This design comes from an exercise in tuning for small area, a short achievable clock period and few clock cycles per item on the open sky130 flow, not from production work. Function was checked by simulation only, so behaviour that the tests miss may differ from the original. Power figures rest on the tool's default switching activity, not on a simulated workload.

`flow/design.v`:
```
package lenet_pkg;
    localparam int data_w      = 8;
    localparam int img_size    = 8;
    localparam int pool_size   = 4;
    localparam int fc_in       = 16;
    localparam int num_labels  = 10;
    localparam int num_graphs  = 4;
    localparam int graph_w     = $clog2(num_graphs);
    localparam int img_words   = img_size * img_size;
    localparam int frac_bits   = 4;
    localparam int acc_w       = 2 * data_w + $clog2(fc_in) + 1;
    localparam int sat_max     = 2 ** (data_w - 1) - 1;
    localparam int addr_w        = 8;
    localparam int bias_base     = 0;
    localparam int weight_base   = num_labels;
    localparam int fc_out_base   = fc_in;
    localparam int input_depth   = num_graphs * img_words;
    localparam int weight_depth  = weight_base + num_labels * fc_in;
    localparam int scratch_depth = 32;
    typedef struct packed {
        logic              en;
        logic              we;
        logic [addr_w-1:0] addr;
        logic [data_w-1:0] wdata;
    } mem_req_t;
    typedef enum logic {bank_input, bank_weight} bank_t;
    typedef struct packed {
        logic              we;
        bank_t             bank;
        logic [addr_w-1:0] addr;
        logic [data_w-1:0] data;
    } mem_load_t;
    typedef enum logic [2:0] {
        stage_idle, stage_pool, stage_fc, stage_gather, stage_finish
    } stage_t;
    typedef logic signed [num_labels-1:0][data_w-1:0] result_vec_t;
endpackage
`timescale 1ns/1ps
import lenet_pkg::*;
module byte_ram
#(
    parameter int depth = 256
)
(
    input  logic              clk,
    input  lenet_pkg::mem_req_t          port,
    output logic [data_w-1:0] rdata
);
    localparam int idx_w = $clog2(depth);
    logic [data_w-1:0] mem [depth];
    always_ff @(posedge clk)
    begin
        if (port.en)
        begin
            if (port.we)
                mem[port.addr[idx_w-1:0]] <= port.wdata;
            else
                rdata <= mem[port.addr[idx_w-1:0]];
        end
    end
endmodule
`timescale 1ns/1ps
import lenet_pkg::*;
module bank_switch
(
    input  lenet_pkg::stage_t    stage,
    input  lenet_pkg::mem_load_t load,
    input  lenet_pkg::mem_req_t  pool_rd,
    input  lenet_pkg::mem_req_t  pool_wr,
    input  lenet_pkg::mem_req_t  fc_rd,
    input  lenet_pkg::mem_req_t  fc_x_rd,
    input  lenet_pkg::mem_req_t  fc_wr,
    input  lenet_pkg::mem_req_t  gather_rd,
    output lenet_pkg::mem_req_t  input_port,
    output lenet_pkg::mem_req_t  weight_port,
    output lenet_pkg::mem_req_t  scratch_port
);
    lenet_pkg::mem_req_t load_req;
    always_comb
    begin
        load_req.en    = load.we;
        load_req.we    = load.we;
        load_req.addr  = load.addr;
        load_req.wdata = load.data;
    end
    always_comb
    begin
        input_port   = '0;
        weight_port  = '0;
        scratch_port = '0;
        case (stage)
            stage_idle:
            begin
                if (load.bank == bank_input)
                    input_port = load_req;
                else
                    weight_port = load_req;
            end
            stage_pool:
            begin
                input_port   = pool_rd;
                scratch_port = pool_wr;
            end
            stage_fc:
            begin
                weight_port = fc_rd;
                if (fc_wr.en)
                    scratch_port = fc_wr;
                else
                    scratch_port = fc_x_rd;
            end
            stage_gather:
                scratch_port = gather_rd;
            default:
            begin
                input_port   = '0;
                weight_port  = '0;
                scratch_port = '0;
            end
        endcase
    end
endmodule
`timescale 1ns/1ps
import lenet_pkg::*;
module layer_sequencer
(
    input  logic               clk,
    input  logic               rst,
    input  logic               start,
    input  logic [graph_w-1:0] graph,
    output logic [addr_w-1:0]  graph_base,
    output lenet_pkg::stage_t             stage,
    output logic               pool_req,
    input  logic               pool_ack,
    output logic               fc_req,
    input  logic               fc_ack,
    output logic               gather_req,
    input  logic               gather_ack,
    input  lenet_pkg::result_vec_t        gather_result,
    output lenet_pkg::result_vec_t        result,
    output logic               done
);
    always_ff @(posedge clk)
    begin
        if (rst)
        begin
            stage      <= stage_idle;
            graph_base <= '0;
            pool_req   <= 1'b0;
            fc_req     <= 1'b0;
            gather_req <= 1'b0;
            result     <= '0;
        end
        else
        begin
            case (stage)
                stage_idle:
                begin
                    if (start)
                    begin
                        graph_base <= addr_w'(graph) * addr_w'(img_words);
                        pool_req   <= 1'b1;
                        stage      <= stage_pool;
                    end
                end
                stage_pool:
                begin
                    if (pool_req && pool_ack)
                        pool_req <= 1'b0;
                    else if (!pool_req && !pool_ack)
                    begin
                        fc_req <= 1'b1;
                        stage  <= stage_fc;
                    end
                end
                stage_fc:
                begin
                    if (fc_req && fc_ack)
                        fc_req <= 1'b0;
                    else if (!fc_req && !fc_ack)
                    begin
                        gather_req <= 1'b1;
                        stage      <= stage_gather;
                    end
                end
                stage_gather:
                begin
                    if (gather_req && gather_ack)
                        gather_req <= 1'b0;
                    else if (!gather_req && !gather_ack)
                    begin
                        result <= gather_result;
                        stage  <= stage_finish;
                    end
                end
                stage_finish:
                begin
                    if (!start)
                        stage <= stage_idle;
                end
                default:
                    stage <= stage_idle;
            endcase
        end
    end
    assign done = (stage == stage_finish);
endmodule
`timescale 1ns/1ps
import lenet_pkg::*;
module max_pool
(
    input  logic              clk,
    input  logic              rst,
    input  logic              req,
    output logic              ack,
    input  logic [addr_w-1:0] graph_base,
    output lenet_pkg::mem_req_t          in_rd,
    input  logic [data_w-1:0] in_rdata,
    output lenet_pkg::mem_req_t          out_wr
);
    logic [2:0]               phase;
    logic [3:0]               out_idx;
    logic [1:0]               row, col, win;
    logic [addr_w-1:0]        win_row, win_col;
    logic signed [data_w-1:0] best;
    logic                     busy;
    assign busy    = req && !ack;
    assign row     = out_idx[3:2];
    assign col     = out_idx[1:0];
    assign win     = phase[1:0];
    assign win_row = addr_w'({row, win[1]});
    assign win_col = addr_w'({col, win[0]});
    always_comb
    begin
        in_rd.en     = busy && (phase < 3'd4);
        in_rd.we     = 1'b0;
        in_rd.addr   = graph_base + win_row * addr_w'(img_size) + win_col;
        in_rd.wdata  = '0;
        out_wr.en    = busy && (phase == 3'd5);
        out_wr.we    = 1'b1;
        out_wr.addr  = addr_w'(row) * addr_w'(pool_size) + addr_w'(col);
        out_wr.wdata = best;
    end
    always_ff @(posedge clk)
    begin
        if (rst || !req)
        begin
            phase   <= '0;
            out_idx <= '0;
            ack     <= 1'b0;
        end
        else if (!ack)
        begin
            if (phase == 3'd5)
            begin
                phase   <= '0;
                out_idx <= out_idx + 4'd1;
                if (out_idx == 4'(fc_in - 1))
                    ack <= 1'b1;
            end
            else
                phase <= phase + 3'd1;
        end
    end
    always_ff @(posedge clk)
    begin
        if (phase == 3'd1)
            best <= $signed(in_rdata);
        else if (phase >= 3'd2 && phase <= 3'd4 && $signed(in_rdata) > best)
            best <= $signed(in_rdata);
    end
endmodule
`timescale 1ns/1ps
import lenet_pkg::*;
module fc_layer
(
    input  logic              clk,
    input  logic              rst,
    input  logic              req,
    output logic              ack,
    output lenet_pkg::mem_req_t          w_rd,
    input  logic [data_w-1:0] w_rdata,
    output lenet_pkg::mem_req_t          x_rd,
    input  logic [data_w-1:0] x_rdata,
    output lenet_pkg::mem_req_t          out_wr
);
    logic [4:0]                 phase;
    logic [3:0]                 out_idx;
    logic                       busy;
    logic signed [2*data_w-1:0] product;
    logic signed [acc_w-1:0]    acc;
    logic signed [acc_w-1:0]    scaled;
    logic [data_w-1:0]          clamped;
    logic                       bias_phase;
    assign busy       = req && !ack;
    assign bias_phase = (phase == 5'(fc_in));
    assign product    = $signed(w_rdata) * $signed(x_rdata);
    always_comb
    begin
        scaled = (acc >>> frac_bits) + acc_w'($signed(w_rdata));
        if (scaled < 0)
            clamped = '0;
        else if (scaled > sat_max)
            clamped = data_w'(sat_max);
        else
            clamped = scaled[data_w-1:0];
    end
    always_comb
    begin
        w_rd.en      = busy && (phase <= 5'(fc_in));
        w_rd.we      = 1'b0;
        if (bias_phase)
            w_rd.addr = addr_w'(bias_base) + addr_w'(out_idx);
        else
            w_rd.addr = addr_w'(weight_base) + addr_w'(out_idx) * addr_w'(fc_in)
                        + addr_w'(phase);
        w_rd.wdata   = '0;
        x_rd.en      = busy && (phase < 5'(fc_in));
        x_rd.we      = 1'b0;
        x_rd.addr    = addr_w'(phase);
        x_rd.wdata   = '0;
        out_wr.en    = busy && (phase == 5'(fc_in + 1));
        out_wr.we    = 1'b1;
        out_wr.addr  = addr_w'(fc_out_base) + addr_w'(out_idx);
        out_wr.wdata = clamped;
    end
    always_ff @(posedge clk)
    begin
        if (rst || !req)
        begin
            phase   <= '0;
            out_idx <= '0;
            ack     <= 1'b0;
        end
        else if (!ack)
        begin
            if (phase == 5'(fc_in + 1))
            begin
                phase   <= '0;
                out_idx <= out_idx + 4'd1;
                if (out_idx == 4'(num_labels - 1))
                    ack <= 1'b1;
            end
            else
                phase <= phase + 5'd1;
        end
    end
    always_ff @(posedge clk)
    begin
        if (phase == 5'd1)
            acc <= acc_w'(product);
        else if (phase > 5'd1 && phase <= 5'(fc_in))
            acc <= acc + acc_w'(product);
    end
endmodule
`timescale 1ns/1ps
import lenet_pkg::*;
module result_gather
(
    input  logic              clk,
    input  logic              rst,
    input  logic              req,
    output logic              ack,
    output lenet_pkg::mem_req_t          rd,
    input  logic [data_w-1:0] rdata,
    output lenet_pkg::result_vec_t       result
);
    logic [3:0] cnt;
    logic       busy;
    assign busy = req && !ack;
    always_comb
    begin
        rd.en    = busy && (cnt < 4'(num_labels));
        rd.we    = 1'b0;
        rd.addr  = addr_w'(fc_out_base) + addr_w'(cnt);
        rd.wdata = '0;
    end
    always_ff @(posedge clk)
    begin
        if (rst || !req)
        begin
            cnt <= '0;
            ack <= 1'b0;
        end
        else if (!ack)
        begin
            if (cnt == 4'(num_labels))
                ack <= 1'b1;
            else
                cnt <= cnt + 4'd1;
        end
    end
    logic [num_labels*data_w-1:0] shreg;
    assign result = shreg;
    always_ff @(posedge clk)
    begin
        if (busy && cnt != '0)
            shreg <= {rdata, shreg[num_labels*data_w-1:data_w]};
    end
endmodule
`timescale 1ns/1ps
import lenet_pkg::*;
module lenet_top
(
    input  logic               clk,
    input  logic               rst,
    input  logic               start,
    input  logic [graph_w-1:0] graph,
    input  logic               load_we,
    input  logic               load_bank,
    input  logic [addr_w-1:0]  load_addr,
    input  logic [data_w-1:0]  load_data,
    output logic [num_labels*data_w-1:0] result,
    output logic               done
);
    lenet_pkg::mem_load_t load;
    assign load.we   = load_we;
    assign load.bank = lenet_pkg::bank_t'(load_bank);
    assign load.addr = load_addr;
    assign load.data = load_data;
    logic [addr_w-1:0] graph_base;
    lenet_pkg::stage_t            stage;
    logic              pool_req, pool_ack;
    logic              fc_req, fc_ack;
    logic              gather_req, gather_ack;
    lenet_pkg::result_vec_t       gather_result;
    lenet_pkg::mem_req_t pool_rd, pool_wr;
    lenet_pkg::mem_req_t fc_w_rd, fc_x_rd, fc_wr;
    lenet_pkg::mem_req_t gather_rd;
    lenet_pkg::mem_req_t          input_port, weight_port, scratch_port;
    logic [data_w-1:0] input_rdata, weight_rdata, scratch_rdata;
    layer_sequencer u_sequencer (
        .clk(clk), .rst(rst), .start(start), .graph(graph),
        .graph_base(graph_base), .stage(stage),
        .pool_req(pool_req), .pool_ack(pool_ack),
        .fc_req(fc_req), .fc_ack(fc_ack),
        .gather_req(gather_req), .gather_ack(gather_ack),
        .gather_result(gather_result), .result(result), .done(done)
    );
    bank_switch u_bank_switch (
        .stage(stage), .load(load),
        .pool_rd(pool_rd), .pool_wr(pool_wr),
        .fc_rd(fc_w_rd), .fc_x_rd(fc_x_rd), .fc_wr(fc_wr),
        .gather_rd(gather_rd),
        .input_port(input_port), .weight_port(weight_port),
        .scratch_port(scratch_port)
    );
    byte_ram #(.depth(input_depth)) input_ram (
        .clk(clk), .port(input_port), .rdata(input_rdata)
    );
    byte_ram #(.depth(weight_depth)) weight_ram (
        .clk(clk), .port(weight_port), .rdata(weight_rdata)
    );
    byte_ram #(.depth(scratch_depth)) scratch_ram (
        .clk(clk), .port(scratch_port), .rdata(scratch_rdata)
    );
    max_pool u_max_pool (
        .clk(clk), .rst(rst), .req(pool_req), .ack(pool_ack),
        .graph_base(graph_base), .in_rd(pool_rd), .in_rdata(input_rdata),
        .out_wr(pool_wr)
    );
    fc_layer u_fc_layer (
        .clk(clk), .rst(rst), .req(fc_req), .ack(fc_ack),
        .w_rd(fc_w_rd), .w_rdata(weight_rdata),
        .x_rd(fc_x_rd), .x_rdata(scratch_rdata), .out_wr(fc_wr)
    );
    result_gather u_result_gather (
        .clk(clk), .rst(rst), .req(gather_req), .ack(gather_ack),
        .rd(gather_rd), .rdata(scratch_rdata), .result(gather_result)
    );
endmodule
```
`flow/run.sh`:
```
#!/bin/bash
# synth_recipe.tcl (not shown) runs the flow's synth.tcl, then flattens the netlist and writes it again
# the make line also repeats each setting of config.mk as NAME=value (left out here)
make -C /OpenROAD-flow-scripts/flow DESIGN_CONFIG=/design/flow/config.mk WORK_HOME=/design/flow/orfs CLKGATE_MAP_FILE= SYNTH_SCRIPT=/design/flow/synth_recipe.tcl finish
```
`flow/config.mk`:
```
export PLATFORM = sky130hd
export DESIGN_NAME = lenet_top
export DESIGN_NICKNAME = lenet_top
export VERILOG_FILES = /design/flow/design.v
export SDC_FILE = /design/flow/constraint.sdc
export NUM_CORES = 4
export LEC_CHECK = 0
export CAP_MARGIN = 20
export CORE_MARGIN = 2
export CORE_UTILIZATION = 40
export SLEW_MARGIN = 20
```
`flow/constraint.sdc`:
```
create_clock -name core_clock -period 7.0 [get_ports {clk}]
set_input_delay 1.4000 -clock core_clock [delete_from_list [all_inputs] [get_ports {clk}]]
set_output_delay 1.4000 -clock core_clock [all_outputs]
set_load 0.01 [all_outputs]
```
==> run notes <==
Synth
Summing the sequential cell areas from Yosys gives 72.26% of the chip area. The synthesized flop and latch total is 3908. The biggest area consumer among synthesized cells is edfxtp_1. After synthesis, the most frequently instantiated cells are edfxtp_1 (3797), nand2_1 (3000), nand3_1 (844). The combined area of all synthesized cells is 160900 sq um.

In the post-synthesis netlist, the biggest area contributors are edfxtp_1 (71%), nand2_1 (7.0%), nand3_1 (2.6%). In the post-synthesis netlist, the cell with the most instances is edfxtp_1. In this run, synthesis inferred 3797 flip-flops with an integrated enable.

The synthesized design devotes to its leading area cell type between 70% and 80% of total area. After synthesis, the share of flip-flops with an asynchronous set or reset is 0%. A synthesized cell averages 13.30 sq um. For this run, the leading register cell type out of synthesis is edfxtp_1. For this run, the number of Yosys warnings is 8.

In this run, distinct cell masters in the synthesized netlist total 92. The number of nets in the synthesized netlist is 12260. Synthesis produced ~12000 cells.

Timing
The worst slew margin relative to its limit is 11.12%. Setup repair after global routing left no endpoint under its margin. Clock skew on the completed layout was measured at roughly 0.09 ns. The max-slew violation total from the final report is 0.

The final total negative setup slack is 0 ns. In the finished design, the share of the clock period the worst path needs comes to about 93%. Once routing completed, OpenROAD measured the worst setup slack at 0.4794 ns. Timing would allow up to 153.4 MHz. The actual transition at the worst max-transition pin is 1.325 ns. The final hold violation count is 0. Setup violations remaining at the end of the flow were counted as 0. Subtracting the final worst setup slack from the clock period gives 6.521 ns.

Placed design
Once detailed placement completed, the half-perimeter wirelength came to 302600 microns. Timing analysis after detailed placement gives a worst setup slack of between 0.3 and 0.4 ns. The placer's final routability congestion estimate is 0.8830. Port buffering added 103 buffers.

Floorplanning
The starting density of the core is 40.24%. The floorplan step defined a die boundary enclosing 407200 sq um. In this run the vertical extent of the chip is 638.2 microns. The die extent in x is roughly 640 microns. The count of pins on the block boundary is between 100 and 150. The number of rows created at floorplan is between 200 and 250.

The core region is ~400000 sq um.

Worst hold path
The worst min-delay path endpoint is u_result_gather.shreg[2]$_DFFE_PP_. The min-delay analysis places its worst path in the category reg2reg. Along the worst hold path, the cell count comes to 0. The start point of the worst hold path is u_result_gather.shreg[10]$_DFFE_PP_.

Detailed routing
The residual antenna-violating net count after detailed routing is 0. In the routed layout, each cell is associated on average with a via count of 5.821. The total length of routed wires is just under 500000 microns. The violation count after the first detailed-routing iteration is 13000. Before antenna repair, the detailed router went through 6 iterations. After detailed routing, the average wire length per cell comes to approximately 27 microns. After detailed routing, the number of remaining DRC violations is 0. Summing over every cut layer, the via total after detailed routing is 104500.

Power and ir drop
The net switching power figure is 13820 uW. The internal power consumption is 39810 uW. The worst supply voltage drop on vdd is 0.2358 mV. Combinational logic is responsible for 12.0% of the overall power. The relative contribution of sequential cells to total power is 48.7%. Power spread over the standard cell area amounts to 292.2 nW/um^2. The part of the total power dissipated in the clock network is 39.3%.

Net switching is 25.76% of the power. For this design the static power due to leakage is about 0.062 uW. The total design power is 53630 uW.

Worst setup path
The critical path required time is 7.70 ns. The worst flop-to-flop path startpoint is scratch_ram.rdata[7]$_DFFE_PP_. The worst-case reg-to-reg path depth is 25. The worst setup path is launched from a flop. The start-to-end type of the worst setup path is reg2reg. The top fanout value on the critical path is 10. For flop-to-flop paths, the worst setup slack is 0.48 ns. The terminus of the critical flop-to-flop path is u_fc_layer.acc[20]$_DFFE_PP_. At the worst endpoint, the arrival time is 7.22 ns. The type of destination of the critical path is a flop.

Clock tree
The number of clock buffers added by TritonCTS is 400. Clock tree synthesis found a total of 3908 sinks. The number of H-tree levels is 5. TritonCTS built the clock tree. After clock tree synthesis, the clock-pin slew on the worst setup and hold paths is ~0.06 ns.

The library cell used as clock root buffer is clkbuf_16. The buffer depth of the longest clock path is 4. The clock insertion delay at the later pin of the skew report is about 1.0 ns.

GRT
The number of antenna violations at the first check in global routing is 18. After global routing the overflow that remains totals 0. Entering global routing, the biggest net connects approximately 170 pins. For this run, the total global-route usage over all layers was measured as 23.22%.

The via count of the first global-routing pass is 98940. The wire length of the first global-routing pass is 702800 microns.

Outcome
The run finished with no timing, DRC or antenna violations.

Layout
In the final layout, the share of cells above drive strength 1 is 10.49%. The area growth from synthesis to layout is 14.11%. The net total in the final layout is around 13000. The share of the core filled with cells is 45.92%. Fill cells in the final layout number about 35000.

Run
The total of max-cap violations is 0.
==> cell type report <==
type | instances | area (sq um) | area share, %
clock buffer | 502 | 10570 | 5.759
clock inverter | 228 | 2210 | 1.204
timing repair buffer | 685 | 6666 | 3.632
tap | 5265 | 6588 | 3.589
antenna | 11 | 27.53 | 0.01500
inverter | 208 | 780.7 | 0.4254
multi-input combinational | 7144 | 40470 | 22.05
sequential | 3908 | 116200 | 63.33
==> layout by cell type (no fill, tap or decap), drive strengths merged, types with 22 or more instances in the layout <==
cell type and n:
a2111oi 22, a211oi 374, a21o 25, a21oi 221
a22oi 32, a311oi 443, a31oi 212, a32oi 40
and2 76, and3 281, buf 582, bufinv 30
clkbuf 502, clkdlybuf4s50 102, clkinv 177, dfxtp 111
edfxtp 3797, fa 57, ha 89, inv 222
mux2i 154, mux4 77, nand2 3000, nand3 844
nand4 52, nor2 574, nor3 58, nor4 33
o21a 23, o21ai 84, o22ai 49, xnor2 37
xor2 22
==> through the flow <==
step	cells	hold WS [ns]	instance area, sq um
2_1_floorplan	12090	0.4262	160900
3_3_place_gp	17210	0.4283	170700
3_5_place_dp	17210	0.4314	170700
4_1_cts	17940	0.4416	183500
5_1_grt	17940	0.4545	183500
6_report	17950	0.4328	183600
==> per-layer routing <==
layer,routed length (microns),up-vias,share of wire (%),global-route usage (%)
li1,-,45750,-,-
met4,22320,12,4.6,9.741
met5,81,-,0.017,0
met3,42980,995,8.8,3.860
met1,198000,52760,41,32.12
met2,223300,4980,46,36.39
==> timing repair <==
action / CTS / global route
setup endpoints to repair: 0 / 1
gates resized for setup: 0 / 2
setup buffers: 0 / 3
hold buffers: 0 / 0
==> state kept, by name, indices dropped and copies added, names as in the netlist, 5 cells and up <==
register / cells
input_ram.mem: 2048
input_ram.rdata: 8
scratch_ram.mem: 256
scratch_ram.rdata: 8
u_fc_layer.acc: 21
u_fc_layer.phase: 5
u_max_pool.best: 8
u_result_gather.shreg: 80
u_sequencer.result: 80
weight_ram.mem: 1360
weight_ram.rdata: 8
==> power groups by stage <==
stage,combinational (uW),clock [uW],sequential (uW)
final,6430,21100,26100
after global routing,6850,22100,26100
after CTS,6360,21200,26100
after detailed placement,6330,0,26600
after global placement,6300,0,26600
after floorplan,3720,0,26700
==> logic make-up (layout without fill, tap and decap cells) <==
logic type	Yosys count	count (layout)	share of synthesized area, %
and+or+nand+nor	5036	5036	13.45
DFF	3908	3908	72.26
AOI/OAI and AO/OA	1662	1662	7.590
buffers and inverters	1041	1623	2.864
muxes	241	241	2.109
adders and majority gates	146	146	1.402
xor gates and xnor gates	59	59	0.3212
other	0	11	0
==> how the worst max path moves through the flow <==
stage / start / endpoint / slack, ns / cells past startpoint
5_1_grt: weight_ram.rdata[2]$_DFFE_PP_ / u_fc_layer.acc[20]$_DFFE_PP_ / 0.05 / 28
3_3_place_gp: scratch_ram.rdata[0]$_DFFE_PP_ / u_fc_layer.acc[20]$_DFFE_PP_ / 0.31 / 28
6_report: scratch_ram.rdata[7]$_DFFE_PP_ / u_fc_layer.acc[20]$_DFFE_PP_ / 0.48 / 25
2_1_floorplan: weight_ram.rdata[7]$_DFFE_PP_ / u_fc_layer.acc[20]$_DFFE_PP_ / 0.76 / 26
4_1_cts: scratch_ram.rdata[0]$_DFFE_PP_ / u_fc_layer.acc[20]$_DFFE_PP_ / 0.32 / 26
3_5_place_dp: scratch_ram.rdata[0]$_DFFE_PP_ / u_fc_layer.acc[20]$_DFFE_PP_ / 0.34 / 26
==> worst max-delay path: stages, from the launching register on <==
cell and delay, ns:
edfxtp_1 0.60, fa_1 0.61, inv_1 0.06, fa_1 0.50, inv_1 0.07, fa_1 0.53
inv_1 0.05, fa_1 0.47, inv_1 0.04, ha_1 0.31, a21oi_1 0.23, o21bai_1 0.11
a21oi_2 0.19, o21bai_1 0.08, a21oi_1 0.23, o21ai_0 0.15, xor2_1 0.29, ha_1 0.34
and4_1 0.19, and3_1 0.20, a221oi_2 0.27, a21oi_1 0.16, a31oi_1 0.22, xor2_1 0.17
nor2_1 0.07, xnor2_1 0.14
Testbench counts, summed over its fixed seeds: cycles 69,504, inferences 192.

-- port drivers added, routing unchanged --
The flow's constraints put no driver on any port. The routed layout listed below was extracted and timed again, unchanged, in two steps.
Step 1 (the two cells are an assumption about what drives the block):
set clk [get_ports {clk}]
set_driving_cell -lib_cell sky130_fd_sc_hd__clkbuf_16 $clk
set_driving_cell -lib_cell sky130_fd_sc_hd__buf_2 [delete_from_list [all_inputs] $clk]
Step 2 also shifts input and output timing later by t, the mid clock arrival at the registers, as if the neighbouring blocks saw the same clock.
Slacks: ideal / step 1 / step 2; pairs: ideal / step 1.
t, ns: 1.084
setup WS [ns]: 0.479 / 0.479 / 0.429
worst hold slack (ns): 0.433 / 0.433 / 0.433
worst setup path after step 2: input to register
worst register clock-pin slew, ns: 0.07 / 0.07
After both steps setup and hold are still met in this run. The setup slack of this run moves by 0.000 ns with the drivers and by -0.050 ns with both steps.
